What follows belongs to an exercise in optimizing a design on an open flow for small area, a short achievable clock period and few clock cycles per item; a production flow would make more cautious choices.
In this exercise RTL edits were held to simulation tests only and were not proved equivalent to the original.
No activity file was given, so power comes from the tool's default toggle rates.

==> design/flow/design.v <==
package block_pkg;
    localparam int blk_dim  = 8;
    localparam int blk_size = blk_dim * blk_dim;
    typedef logic [5:0] coef_idx_t;
    localparam coef_idx_t first_ac_idx = coef_idx_t'(1);
    localparam coef_idx_t last_ac_idx  = coef_idx_t'(blk_size - 1);
endpackage
package coef_pkg;
    localparam int run_width = 4;
    typedef logic [run_width-1:0] run_t;
    localparam run_t max_run = run_t'(15);
endpackage
`timescale 1ns/100ps
import block_pkg::*;
module coef_buffer
#(
    parameter int coef_width = 12
) (
    input  logic                                clk,
    input  logic                                load,
    input  logic [blk_size-1:0][coef_width-1:0] block_in,
    input  logic [blk_size-1:1]                 sel,
    output logic [blk_size-1:1]                 sig_in,
    output logic [coef_width-1:0]               coef_out,
    output logic [coef_width-1:0]               dc_data
);
    logic [blk_size-1:1][coef_width-1:0] block_q;
    always_ff @(posedge clk) begin
        if (load) begin
            block_q <= block_in[blk_size-1:1];
            dc_data <= block_in[0];
        end
    end
    always_comb begin
        for (int i = 1; i < blk_size; i++) begin
            sig_in[i] = (block_in[i] != '0);
        end
    end
    always_comb begin
        coef_out = '0;
        for (int i = 1; i < blk_size; i++) begin
            coef_out = coef_out | (block_q[i] & {coef_width{sel[i]}});
        end
    end
endmodule
`timescale 1ns/100ps
import block_pkg::*;
module eob_locator
(
    input  logic [blk_size-1:1] map,
    input  logic [7:0]          g_any,       
    output logic [blk_size-1:1] first,       
    output logic [blk_size-1:1] rest,        
    output logic [7:0]          g_any_rest   
);
    logic [blk_size-1:0] m;
    logic [blk_size-1:0] f;
    logic [blk_size-1:0] r;
    logic [7:0]          g_sel;
    logic [7:0]          g_multi;
    assign m = {map, 1'b0};
    always_comb begin
        for (int g = 0; g < 8; g++) begin
            g_sel[g] = g_any[g];
            for (int h = 0; h < g; h++) begin
                g_sel[g] = g_sel[g] & ~g_any[h];
            end
        end
        for (int g = 0; g < 8; g++) begin
            g_multi[g] = 1'b0;
            for (int j = 0; j < 8; j++) begin
                f[g*8+j] = m[g*8+j];
                for (int k = 0; k < j; k++) begin
                    f[g*8+j] = f[g*8+j] & ~m[g*8+k];
                end
                r[g*8+j] = m[g*8+j] & ~(f[g*8+j] & g_sel[g]);
                g_multi[g] = g_multi[g] | (m[g*8+j] & ~f[g*8+j]);
                f[g*8+j] = f[g*8+j] & g_sel[g];
            end
        end
    end
    assign first      = f[blk_size-1:1];
    assign rest       = r[blk_size-1:1];
    assign g_any_rest = (g_any & ~g_sel) | (g_multi & g_sel);
endmodule
`timescale 1ns/100ps
import block_pkg::*;
import coef_pkg::*;
module run_scanner
#(
    parameter int coef_width = 12
) (
    input  logic                            clk,
    input  logic                            rst,
    input  logic                            start,
    input  logic                            stall,
    input  logic [blk_size-1:1]             sig_in,
    input  logic [coef_width-1:0]           coef_in,
    output logic [blk_size-1:1]             sel,
    output logic                            load,
    output logic                            dc_valid,
    output logic                            ac_valid,
    output logic [coef_width+run_width-1:0] ac_data,
    output logic                            last,
    output logic                            busy
);
    logic [blk_size-1:1] first_q;    
    logic                fv_q;       
    logic [blk_size-1:1] rest_q;     
    block_pkg::coef_idx_t s_q;       
    logic                hold_q;     
    block_pkg::coef_idx_t  hidx_q;
    logic       open_q;              
    logic       oval_q;              
    logic       busy_q;              
    logic       zload_q;             
    logic       busy_w;
    logic [blk_size-1:1] in_first;
    logic [blk_size-1:1] rest_first;
    logic [blk_size-1:1] rest_next;
    logic [7:0]          rga_q;      
    logic [7:0]          rga_next;
    logic                vz_q;       
    logic [7:0]          in_ga;
    logic [7:0]          s_hi_gt, s_hi_eq, s_lo_ge;
    logic                hlast_q;    
    logic [blk_size-1:1] near;       
    logic       in_any, in_any16, rest_any;
    block_pkg::coef_idx_t f_idx;
    block_pkg::coef_idx_t cur_idx;
    logic       zrl_f, zrl_h, zrl, cur_ok, eob, cur_last;
    logic       can_load, push, adv, fin, accept;
    logic       open_n, oval_n, fz_n;
    coef_pkg::run_t run;
    coef_pkg::run_t run_f;
    coef_pkg::run_t rk;
    logic [15:0] f_mod;
    logic [3:0]  f_quad;
    logic [coef_width+run_width-1:0] sym_q;   
    logic        zrl_q;
    logic        last_q;
    always_comb begin
        in_first = '0;
        for (int i = 1; i <= 16; i++) begin
            in_first[i] = sig_in[i];
            for (int k = 1; k < i; k++) begin
                in_first[i] = in_first[i] & ~sig_in[k];
            end
        end
    end
    eob_locator u_rest_first (
        .map        (rest_q),
        .g_any      (rga_q),
        .first      (rest_first),
        .rest       (rest_next),
        .g_any_rest (rga_next)
    );
    always_comb begin
        for (int g = 0; g < 8; g++) begin
            in_ga[g] = 1'b0;
            for (int j = 0; j < 8; j++) begin
                if (g*8 + j >= 1) in_ga[g] = in_ga[g] | (sig_in[g*8+j] & ~in_first[g*8+j]);
            end
        end
    end
    assign sel      = first_q;
    assign busy_w   = busy_q & ~zload_q;
    assign load     = ~busy_w;
    assign busy     = busy_w;
    assign accept   = start & ~busy_w;
    assign in_any   = |sig_in;
    assign in_any16 = |sig_in[16:1];
    assign rest_any = |rga_q;
    always_comb begin
        for (int h = 0; h < 8; h++) begin
            s_hi_gt[h] = (s_q[5:3] > 3'(h));
            s_hi_eq[h] = (s_q[5:3] == 3'(h));
            s_lo_ge[h] = (s_q[2:0] >= 3'(h));
        end
        for (int i = 1; i < blk_size; i++) begin
            if (i <= 16) begin
                near[i] = 1'b1;
            end else begin
                near[i] = s_hi_gt[(i-16)/8] | (s_hi_eq[(i-16)/8] & s_lo_ge[(i-16)%8]);
            end
        end
        for (int k = 0; k < 16; k++) begin
            f_mod[k] = 1'b0;
            for (int q = 0; q < 4; q++) begin
                if (q*16 + k >= 1) f_mod[k] = f_mod[k] | first_q[q*16 + k];
            end
        end
        for (int q = 0; q < 4; q++) begin
            f_quad[q] = 1'b0;
            for (int k = 0; k < 16; k++) begin
                if (q*16 + k >= 1) f_quad[q] = f_quad[q] | first_q[q*16 + k];
            end
        end
        for (int b = 0; b < 4; b++) begin
            f_idx[b] = 1'b0;
            for (int k = 0; k < 16; k++) begin
                if (k[b]) f_idx[b] = f_idx[b] | f_mod[k];
            end
        end
        f_idx[4] = f_quad[1] | f_quad[3];
        f_idx[5] = f_quad[2] | f_quad[3];
        for (int b = 0; b < 4; b++) begin
            run_f[b] = 1'b0;
            for (int k = 0; k < 16; k++) begin
                rk = 4'(k) + ~s_q[3:0];
                run_f[b] = run_f[b] | (f_mod[k] & rk[b]);
            end
        end
    end
    assign cur_ok   = hold_q | fv_q | vz_q;
    assign eob      = ~cur_ok;
    assign cur_idx  = hold_q ? hidx_q : f_idx;
    assign zrl_f    = ~|(first_q & near);
    assign zrl_h    = ({1'b0, hidx_q} > ({1'b0, s_q} + 7'd16));
    assign zrl      = cur_ok & (hold_q ? zrl_h : (~fv_q | zrl_f));
    assign run      = hold_q ? coef_pkg::run_t'(hidx_q[3:0] + ~s_q[3:0]) : run_f;
    assign cur_last = hold_q ? hlast_q : first_q[blk_size-1];
    assign can_load = ~oval_q | ac_valid;
    assign push     = can_load & open_q;
    assign adv      = push & ~hold_q & (fv_q | vz_q);
    assign fin      = push & (eob | (cur_last & ~zrl));
    assign open_n = accept | (open_q & ~fin);
    assign oval_n = (oval_q & ~ac_valid) | push;
    always_comb begin
        if (~busy_w) begin
            fz_n = 1'b0;
        end else if (push & cur_ok & ~zrl) begin
            fz_n = hold_q ? (~fv_q & ~rest_any) : ~rest_any;
        end else if (push & cur_ok) begin
            fz_n = 1'b0;
        end else begin
            fz_n = eob;
        end
    end
    always_ff @(posedge clk) begin
        if (~busy_w) begin
            first_q <= in_first;
            rest_q  <= sig_in & ~in_first;
            rga_q   <= in_ga;
        end else if (adv) begin
            first_q <= rest_first;
            rest_q  <= rest_next;
            rga_q   <= rga_next;
        end
    end
    always_ff @(posedge clk) begin
        if (~busy_w) begin
            s_q <= '0;
        end else if (push & cur_ok) begin
            s_q <= zrl ? block_pkg::coef_idx_t'(s_q + 6'd16) : cur_idx;
        end
    end
    always_ff @(posedge clk) begin
        if (push & ~hold_q) begin
            hidx_q  <= f_idx;
            hlast_q <= first_q[blk_size-1];
        end
    end
    always_ff @(posedge clk) begin
        if (push) begin
            sym_q[coef_width +: run_width] <= eob ? 4'd0 : run;
            if (~hold_q) begin
                sym_q[coef_width-1:0] <= coef_in;
            end
            zrl_q  <= zrl;
            last_q <= eob | cur_last;
        end
    end
    assign ac_data = {sym_q[coef_width +: run_width] | {run_width{zrl_q}},
                      sym_q[coef_width-1:0] & {coef_width{~zrl_q}}};
    assign last    = last_q & ~zrl_q;
    always_ff @(posedge clk or posedge rst) begin
        if (rst) begin
            fv_q     <= 1'b0;
            vz_q     <= 1'b0;
            hold_q   <= 1'b0;
            open_q   <= 1'b0;
            oval_q   <= 1'b0;
            ac_valid <= 1'b0;
            busy_q   <= 1'b0;
            zload_q  <= 1'b0;
            dc_valid <= 1'b0;
        end else begin
            if (~busy_w) begin
                vz_q <= in_any & ~in_any16;
            end else if (adv) begin
                vz_q <= 1'b0;
            end
            if (~busy_w) begin
                fv_q <= in_any16;
            end else if (adv) begin
                fv_q <= rest_any;
            end
            if (~busy_w) begin
                hold_q <= 1'b0;
            end else if (push & cur_ok) begin
                hold_q <= hold_q ? zrl : (fv_q & zrl);
            end
            open_q   <= open_n;
            oval_q   <= oval_n;
            ac_valid <= oval_n & ~stall;
            busy_q   <= open_n & ~(fz_n & (~oval_n | ~stall));
            zload_q  <= accept & ~in_any & (~oval_n | ~stall);
            dc_valid <= accept;
        end
    end
endmodule
`timescale 1ns/100ps
import block_pkg::*;
import coef_pkg::*;
module rle_top
#(
    parameter int coef_width = 12
) (
    input  logic                                clk,
    input  logic                                rst,
    input  logic                                start,
    input  logic                                stall,
    input  logic [blk_size*coef_width-1:0]      block_in,
    output logic                                dc_valid,
    output logic [coef_width-1:0]               dc_data,
    output logic                                ac_valid,
    output logic [coef_width+run_width-1:0]     ac_data,
    output logic                                last,
    output logic                                busy
);
    logic [blk_size-1:1]    sig_in;
    logic [blk_size-1:1]    sel;
    logic                   load;
    logic [coef_width-1:0]  coef_val;
    coef_buffer #(
        .coef_width (coef_width)
    ) u_coef_buffer (
        .clk        (clk),
        .load       (load),
        .block_in   (block_in),
        .sel        (sel),
        .sig_in     (sig_in),
        .coef_out   (coef_val),
        .dc_data    (dc_data)
    );
    run_scanner #(
        .coef_width (coef_width)
    ) u_run_scanner (
        .clk        (clk),
        .rst        (rst),
        .start      (start),
        .stall      (stall),
        .sig_in     (sig_in),
        .coef_in    (coef_val),
        .sel        (sel),
        .load       (load),
        .dc_valid   (dc_valid),
        .ac_valid   (ac_valid),
        .ac_data    (ac_data),
        .last       (last),
        .busy       (busy)
    );
endmodule
==> design/flow/flow/run.sh <==
#!/bin/bash
# Standard layout, with the smallest buffer on every input and output port
# instead of the delay buffer buffer_ports picks on its own.
set -euo pipefail
export BUFFER_PORTS_ARGS="-buffer_cell sky130_fd_sc_hd__buf_1"
bash standard.sh > standard_flow.log 2>&1
==> design/flow/standard.sh <==
#!/bin/bash
# synth_recipe.tcl (not shown) runs the flow's synth.tcl, then flattens the netlist and writes it again
# the make line also repeats each setting of config.mk as NAME=value (left out here)
make -C /OpenROAD-flow-scripts/flow DESIGN_CONFIG=/design/flow/config.mk WORK_HOME=/design/flow/orfs CLKGATE_MAP_FILE= SYNTH_SCRIPT=/design/flow/synth_recipe.tcl "${@:-finish}"
==> design/flow/config.mk <==
export PLATFORM = sky130hd
export DESIGN_NAME = rle_top
export DESIGN_NICKNAME = rle_top
export VERILOG_FILES = /design/flow/design.v
export SDC_FILE = /design/flow/constraint.sdc
export NUM_CORES = 4
export LEC_CHECK = 0
export CAP_MARGIN = 30
export CORE_MARGIN = 2
export CORE_UTILIZATION = 50
export CTS_CLUSTER_DIAMETER = 60
export CTS_CLUSTER_SIZE = 30
export SETUP_SLACK_MARGIN = 2.2
export SLEW_MARGIN = 30
==> design/flow/constraint.sdc <==
create_clock -name core_clock -period 5.0 [get_ports {clk}]
set_input_delay 1.0000 -clock core_clock [delete_from_list [all_inputs] [get_ports {clk}]]
set_output_delay 1.0000 -clock core_clock [all_outputs]
set_load 0.01 [all_outputs]
==> reports/qor.yml, run 1 <==
synth_fp_nets: 3485
dpl.hpwl_um: 165000
cts_tree: "built"
drv_slew: 0
timing.rr.start: "u_run_scanner.first_q[9]$_DFFE_PP_"
grt_pass1_vias: 32500
most-common-layout-cells: "edfxtp_1 (880), buf_1 (769), buf_4 (197), a22o_1 (181), nand2_1 (179)"
dp.cells: 4553
ys_types: 78
cts-root-buf: "clkbuf_16"
r2r_cells: 6
tightest_slew_ps: 1180
skew_ps: 47.2
final.setup.tns_ps: 0
drv_cap: 0
initial_core_util: 0.507
ioPinCount: 804
synthesis.area_um2: 38600
ys_seq_elements: 942
drt_iter0_markers: 7247
vdd_ir_drop_max_uv: 374
cp-end-kind: "flip-flop"
fin_total_pwr_mw: 27.0
min-delay-path-class: "input port to async pin"
crit_type: "flip-flop to flip-flop"
critPathSlowestCell: "a221oi_1"
drive_above_1_share: 0.174
rr_endpoint: "u_run_scanner.sym_q[10]$_DFFE_PP_"
critical_path_depth: 6
routedWlPerCell_um: 45.2
synth_flop_cell: "edfxtp_1"
postSynthCellCount: 2690
design_area_um2: 48700
fin_cells: 4754
ys_async_sr_fraction: 0.00955
grt_max_degree: 146
antenna_found_initial: 25
routed_via_density: 7.36
synth_top_cell_by_area: "edfxtp_1"
path_buf_inv: 2
startpoint_type: "flip-flop"
clk_pin_slew_ps: 80
hold_viol: 0
postPlaceCellArea_um2: 44000
setup_viol: 0
cts.sinks: 942
power.leakage_nw: 15.6
synth-edff-count: 880
clock_latency_ps: 670
die_h_um: 282
fill_cells: 5955
crit_chain: "buf_12, buf_4, a22o_1, a221oi_1, nand4_1, or4_1"
synth_area_per_cell_um2: 14.4
dr.pass1.iters: 9
htree_levels: 3
powerDensity_nw_per_um2: 554
gp_routability_congestion: 1.08
cp_top_family: "compound AO/OA/AOI/OAI gates"
coreArea_um2: 76200
wl_um: 215000
rows: 101
post-route-period-util: 0.592
fmax_mhz: 338
port_buffers: 803
grt_pass1_wl_um: 276000
yosysWarningCount: 3
cts_made_buffers: 70
mostFrequentLayoutCell: "edfxtp_1"
dr_total_vias: 35000
clockBufferDepth: 3
critPathMaxFanout: 6
fin_nets: 4444
ant_nets: 0
slowest_delay_ps: 920
fin_ws_ps: 2040
ys_seq_area_frac: 0.718
status: "finished clean"
die_area_um2: 79500
die_w_um: 282
worstSetupStartpoint: "u_run_scanner.first_q[9]$_DFFE_PP_"
overflow: 0
post-route-util: 0.639
synth_area_leaders: "edfxtp_1 (68%), a221oi_1 (4.1%), a22o_1 (4.1%)"
synth_top_cell_area_share: 0.684
hold_slack_ps: 335
track_usage: 0.530
required_ps: 5360
period_minus_slack_ps: 2960
place_ws_ps: 849
r2r_slack_ps: 2040
endpoint: "u_run_scanner.sym_q[10]$_DFFE_PP_"
route.detailed.drc: 0
worstPathArrival_ps: 3320
max-slew-margin-rel: 0.215
rsz0062_at_grt: "yes"
area_growth_pct: 26.1
==> Yosys cell counts, types with 4 or more instances <==
master	number
edfxtp_1	880
or4_1	26
dfrtp_1	9
nand3_1	105
nor2_1	121
clkbuf_1	125
nor2b_1	22
inv_1	18
nand2_1	181
nand4_1	69
o21ai_0	91
nand3b_1	5
o21a_1	4
a21oi_1	89
o22ai_1	26
buf_1	6
maj3_1	12
or3_1	11
or2_2	13
o2111ai_1	4
o31ai_1	27
nand2b_1	13
xnor2_1	4
a2111oi_0	4
nor3_1	35
nand4b_1	4
ha_1	22
and3_1	23
dfxtp_1	53
nor4_1	231
mux2i_1	5
a221oi_1	182
a22o_1	182
o21bai_1	6
a222oi_1	12
==> state kept, by name, summed over array words and instances, names as in the netlist, 6 cells and up, named ones only <==
name                   flops
u_coef_buffer.block_q    756
u_coef_buffer.dc_data     12
u_run_scanner.first_q     63
u_run_scanner.hidx_q       6
u_run_scanner.rest_q      63
u_run_scanner.s_q          6
u_run_scanner.sym_q       16
==> worst min path at each step <==
stage | start | end | slack, ps | cells after the start
6_report | rst | u_run_scanner.vz_q$_DFFE_PP0P_ | 330 | 2
5_1_grt | rst | u_run_scanner.fv_q$_DFFE_PP0P_ | 370 | 2
4_1_cts | rst | u_run_scanner.vz_q$_DFFE_PP0P_ | 320 | 2
3_5_place_dp | u_run_scanner.open_q$_DFF_PP0_ | u_run_scanner.open_q$_DFF_PP0_ | 520 | 2
3_3_place_gp | u_run_scanner.open_q$_DFF_PP0_ | u_run_scanner.oval_q$_DFF_PP0_ | 510 | 1
2_1_floorplan | u_run_scanner.first_q[63]$_SDFFE_PN0P_ | u_run_scanner.hlast_q$_DFFE_PP_ | 410 | 0
==> per-layer routing <==
layer	track usage	vias to the layer above	part of all wire
li1	-	13200	-
met1	0.616	16800	0.31
met2	0.770	4056	0.42
met3	0.192	935	0.16
met4	0.476	12	0.11
met5	0.00977	-	0.00095
==> repair_timing <==
item,in CTS,in global routing
cloned,1,0
setup endpoints to repair,50,91
resized for setup,221,116
setup buffers,21,30
pin swaps,50,37
hold buffers,0,0
==> cell type report <==
cell class,instances,area [µm²],area share
flip-flops and latches,942,27700,0.570
multi-input cells,1594,12200,0.251
repair buffers,1022,4890,0.100
clock buffers,76,1840,0.0377
well taps,1030,1290,0.0265
clock inverters,51,572,0.0117
inverters,19,81.3,0.00167
diodes,20,50.0,0.00103
==> power by group <==
group	leakage [nW]	switching [mW]	internal [mW]
clock network	1.18	3.17	3.02
logic	5.49	5.36	2.03
registers	8.90	1.61	11.8
total	15.6	10.1	16.8
==> kinds of logic (layout without fill, tap and decap cells) <==
kind of cell / after synthesis / after routing / synth area share
adder cells (fa/ha/maj): 35 / 35 / 0.0108
flip-flops: 942 / 942 / 0.718
XOR/XNOR: 5 / 5 / 0.00113
AO/OA/AOI/OAI: 667 / 668 / 0.132
other: 0 / 20 / 0
multiplexers: 6 / 6 / 0.00159
buffers and inverters: 155 / 1168 / 0.0156
AND/OR/NAND/NOR: 880 / 880 / 0.122
Testbench counts, summed over its fixed seeds: cycles 18,882, items 1,280.
==> inputs of run 2 (changes only) <==
--- a/design/flow/design.v
+++ b/design/flow/design.v
@@ -21,7 +21,7 @@
     input  logic [blk_size-1:0][coef_width-1:0] block_in,
     input  logic [blk_size-1:1]                 sel,
     output logic [blk_size-1:1]                 sig_in,
-    output logic [coef_width-1:0]               coef_out,
+    output logic [1:0][coef_width-1:0]          coef_out,    
     output logic [coef_width-1:0]               dc_data
 );
     logic [blk_size-1:1][coef_width-1:0] block_q;
@@ -39,7 +39,7 @@
     always_comb begin
         coef_out = '0;
         for (int i = 1; i < blk_size; i++) begin
-            coef_out = coef_out | (block_q[i] & {coef_width{sel[i]}});
+            coef_out[i / 32] = coef_out[i / 32] | (block_q[i] & {coef_width{sel[i]}});
         end
     end
 endmodule
@@ -95,7 +95,7 @@
     input  logic                            start,
     input  logic                            stall,
     input  logic [blk_size-1:1]             sig_in,
-    input  logic [coef_width-1:0]           coef_in,
+    input  logic [1:0][coef_width-1:0]      coef_in,     
     output logic [blk_size-1:1]             sel,
     output logic                            load,
     output logic                            dc_valid,
@@ -136,7 +136,8 @@
     coef_pkg::run_t rk;
     logic [15:0] f_mod;
     logic [3:0]  f_quad;
-    logic [coef_width+run_width-1:0] sym_q;   
+    logic [run_width-1:0]  sym_q;         
+    logic [1:0][coef_width-1:0] val_q;    
     logic        zrl_q;
     logic        last_q;
     always_comb begin
@@ -263,16 +264,16 @@
     end
     always_ff @(posedge clk) begin
         if (push) begin
-            sym_q[coef_width +: run_width] <= eob ? 4'd0 : run;
+            sym_q <= eob ? 4'd0 : run;
             if (~hold_q) begin
-                sym_q[coef_width-1:0] <= coef_in;
+                val_q <= coef_in;
             end
             zrl_q  <= zrl;
             last_q <= eob | cur_last;
         end
     end
-    assign ac_data = {sym_q[coef_width +: run_width] | {run_width{zrl_q}},
-                      sym_q[coef_width-1:0] & {coef_width{~zrl_q}}};
+    assign ac_data = {sym_q | {run_width{zrl_q}},
+                      (val_q[0] | val_q[1]) & {coef_width{~zrl_q}}};
     assign last    = last_q & ~zrl_q;
     always_ff @(posedge clk or posedge rst) begin
         if (rst) begin
@@ -332,7 +333,7 @@
     logic [blk_size-1:1]    sig_in;
     logic [blk_size-1:1]    sel;
     logic                   load;
-    logic [coef_width-1:0]  coef_val;
+    logic [1:0][coef_width-1:0] coef_val;
     coef_buffer #(
         .coef_width (coef_width)
     ) u_coef_buffer (
==> run 2 against run 1 <==
  * Still clean on timing, DRC and antenna
  * Register-to-register slack improved by 170 ps
  * Via count decreased by 4.7%
  * Critical path depth increased by 3
  * Non-clock buffer count decreased by 52
  * Clock skew decreased by 9.0 ps
  * Combinational power decreased by 14%
  * Critical path type is now input port to flip-flop
  * Critical endpoint is now u_run_scanner.vz_q$_DFFE_PP0P_
==> reports/qor.yml, run 2 <==
yosys-top-cells-count: "edfxtp_1 (892), a22oi_1 (269), nor4_1 (231), nand3_1 (173), nand2_1 (168)"
ys_seq_area_frac: 0.719
critPathSlowestCell: "nor4_2"
ff_latch_area_um2: 28100
routed_via_density: 6.95
synth_flop_cell: "edfxtp_1"
ant_nets: 0
mostFrequentLayoutCell: "edfxtp_1"
coreArea_um2: 77300
postPlaceCellArea_um2: 43900
initial_core_util: 0.505
most-common-layout-cells: "edfxtp_1 (892), buf_1 (792), a22oi_1 (269), nand2_1 (164), nand3_1 (154)"
rsz0062_at_grt: "yes"
fin_nets: 4478
grt_pass1_vias: 31400
postCtsHoldBufs: 0
fin_cells: 4802
cp-end-kind: "flip-flop"
fill_cells: 6133
rows: 102
synth-edff-count: 892
ys_types: 80
yosysWarningCount: 3
ys_seq_elements: 954
crit_type: "input port to flip-flop"
dr.pass1.iters: 9
top_regs: "u_coef_buffer.block_q (756), u_run_scanner.first_q (63), u_run_scanner.rest_q (63)"
synth_area_leaders: "edfxtp_1 (69%), a22oi_1 (5.2%), nor4_1 (3.7%)"
final.setup.tns_ps: 0
die_area_um2: 80300
port_buffers: 803
yosysMostFrequentCell: "edfxtp_1"
dp.cells: 4596
drive_above_1_share: 0.134
largest_reg_flops: 756
drv_slew: 0
tightest_slew_ps: 1160
drt_iter0_markers: 6341
status: "finished clean"
fin_total_pwr_mw: 26.2
slowest_delay_ps: 590
place_ws_ps: 793
max-slew-margin-rel: 0.219
grt_max_degree: 240
top_register: "u_coef_buffer.block_q"
vdd_ir_drop_max_uv: 982
multiInputGateArea_um2: 11600
synth_top_cell_area_share: 0.686
area_growth_pct: 23.6
power.leakage_nw: 15.4
overflow: 0
htree_levels: 3
worstPathArrival_ps: 3470
die_h_um: 283
powerDensity_nw_per_um2: 543
cts-root-buf: "clkbuf_16"
startpoint_type: "input port"
min-delay-path-class: "input port to async pin"
wl_um: 181000
path_common_cell: "nor4_2"
skew_ps: 38.1
synth_fp_nets: 3560
routedWlPerCell_um: 37.7
postSynthCellCount: 2765
crit_chain: "buf_1, nor4_2, nand3_2, nor4_4, nand2_2, or4_4, nor3_4, nor4_2, a31o_1"
cts_tree: "built"
dpl.hpwl_um: 136000
clock_latency_ps: 660
die_w_um: 283
design_area_um2: 48200
setup_viol: 0
dr_total_vias: 33400
ioPinCount: 804
fin_ws_ps: 2060
antenna_found_initial: 26
post-route-period-util: 0.589
gp_routability_congestion: 1.06
cts_made_buffers: 73
clockBufferDepth: 3
cts.sinks: 954
track_usage: 0.436
hold_viol: 0
required_ps: 5520
route.detailed.drc: 0
fmax_mhz: 340
period_minus_slack_ps: 2940
synthesis.area_um2: 39000
clk_pin_slew_ps: 80
synth_area_per_cell_um2: 14.1
drv_cap: 0
synth_top_cell_by_area: "edfxtp_1"
critPathMaxFanout: 2
grt_pass1_wl_um: 243000
ys_async_sr_fraction: 0.00943
## run 2: cell count changes in the layout (fill, tap and decap cells not counted), moves of 12 or more
cell,delta
buf_4,-44
nor4_1,+61
a22oi_1,+267
or4_1,+14
a22o_1,-132
nand3_1,+74
buf_2,-22
nor2_1,+27
buf_1,+23
a221oi_1,-122
nand2_1,-15
edfxtp_1,+12
nor4_4,-30
nor4_2,-22
## run 2: logic make-up after synthesis
kind of cell	after synthesis	synth area share
buffers and inverters	149	0.0144
and+or+nand+nor	957	0.132
DFF	954	0.719
xor gates and xnor gates	7	0.00157
AOI/OAI and AO/OA	650	0.119
muxes	12	0.00321
adders and majority gates	36	0.0109
## run 2: layout make-up
type | instances | area share
Timing Repair inverter | 1 | 0.000233
Timing Repair Buffer | 970 | 0.0914
Antenna cell | 19 | 0.000986
Clock inverter | 50 | 0.0134
Tap cell | 1040 | 0.0270
Clock buffer | 85 | 0.0414
Multi-Input combinational cell | 1663 | 0.241
Sequential cell | 954 | 0.582
Inverter | 20 | 0.00226
## run 2: routing by layer
metal	vias up	routed length, µm	share of wire	global-route usage
met1	16600	64800	0.36	0.600
met3	470	27900	0.15	0.140
met4	6	8020	0.044	0.161
met5	-	46	0.00025	0
li1	13300	-	-	-
met2	3036	80300	0.44	0.651
## run 2: what timing repair did
item                                    4_1_cts  5_1_grt
resized for setup                           155       82
pin swaps                                    34       28
setup buffers                                40       10
endpoints found under the setup margin       54       28
cloned                                        1        1
## run 2: report_power, final
part	internal, mW	switching [mW]	leakage, nW
clock	3.15	3.36	1.27
sequential	12.0	1.37	9.03
combinational	1.66	4.71	5.11
## run 2: final timing paths
check	start	endpoint	slack, ps	cells past startpoint
worst max-delay path	block_in[397]	u_run_scanner.vz_q$_DFFE_PP0P_	2060	9
worst min register to register	u_run_scanner.first_q[56]$_SDFFE_PN0P_	u_run_scanner.first_q[56]$_SDFFE_PN0P_	460	2
max in group asynchronous	rst	u_run_scanner.fv_q$_DFFE_PP0P_	4270	2
worst max register to register	u_run_scanner.s_q[1]$_SDFFE_PN0P_	u_run_scanner.busy_q$_DFF_PP0_	2210	12
min in group core_clock	u_run_scanner.first_q[56]$_SDFFE_PN0P_	u_run_scanner.first_q[56]$_SDFFE_PN0P_	460	2
worst min-delay path	rst	u_run_scanner.oval_q$_DFF_PP0_	370	2
## run 2: critical path, delay by kind of cell
kind,cells,cell delay (ps)
buffers and inverters,1,130
AND/OR/NAND/NOR,7,2140
AO/OA/AOI/OAI,1,190
## run 2: through the flow
stage           util  hold WS [ps]
2_1_floorplan      -           406
6_report       0.624           366
4_1_cts        0.617           344
3_5_place_dp   0.568           446
5_1_grt        0.624           370
3_3_place_gp   0.568           442
Testbench counts of run 2, summed over its fixed seeds: cycles 18,882, items 1,280.

port drivers added, routing unchanged:
No port has a modelled driver above. Below, the same layouts with a new extraction and two added sets of constraints.
Step 1 (the two cells are an assumption about what drives the block):
set clk [get_ports {clk}]
set_driving_cell -lib_cell sky130_fd_sc_hd__clkbuf_16 $clk
set_driving_cell -lib_cell sky130_fd_sc_hd__buf_2 [delete_from_list [all_inputs] $clk]
Step 2 times the ports against the registers' clock, not the clock port: input delays grow and output delays shrink by t, the midpoint of the rising clock arrivals with the driver on.
Slacks: ideal ports / drivers / drivers and shift; pairs: ideal ports / drivers.
| run | t, ns | setup slack, ns | worst setup path at the end | latest minus earliest clock arrival (ns) |
|---|---|---|---|---|
| run 1 | 0.713 | 2.040 / 2.040 / 1.380 | input to register | 0.052 / 0.052 |
| run 2 | 0.710 | 2.055 / 2.101 / 1.391 | input to register | 0.040 / 0.040 |
After both steps setup and hold are still met in every run listed. The setup slack of run 2, which loses most, moves by +0.046 ns with the drivers and by -0.664 ns with both steps.
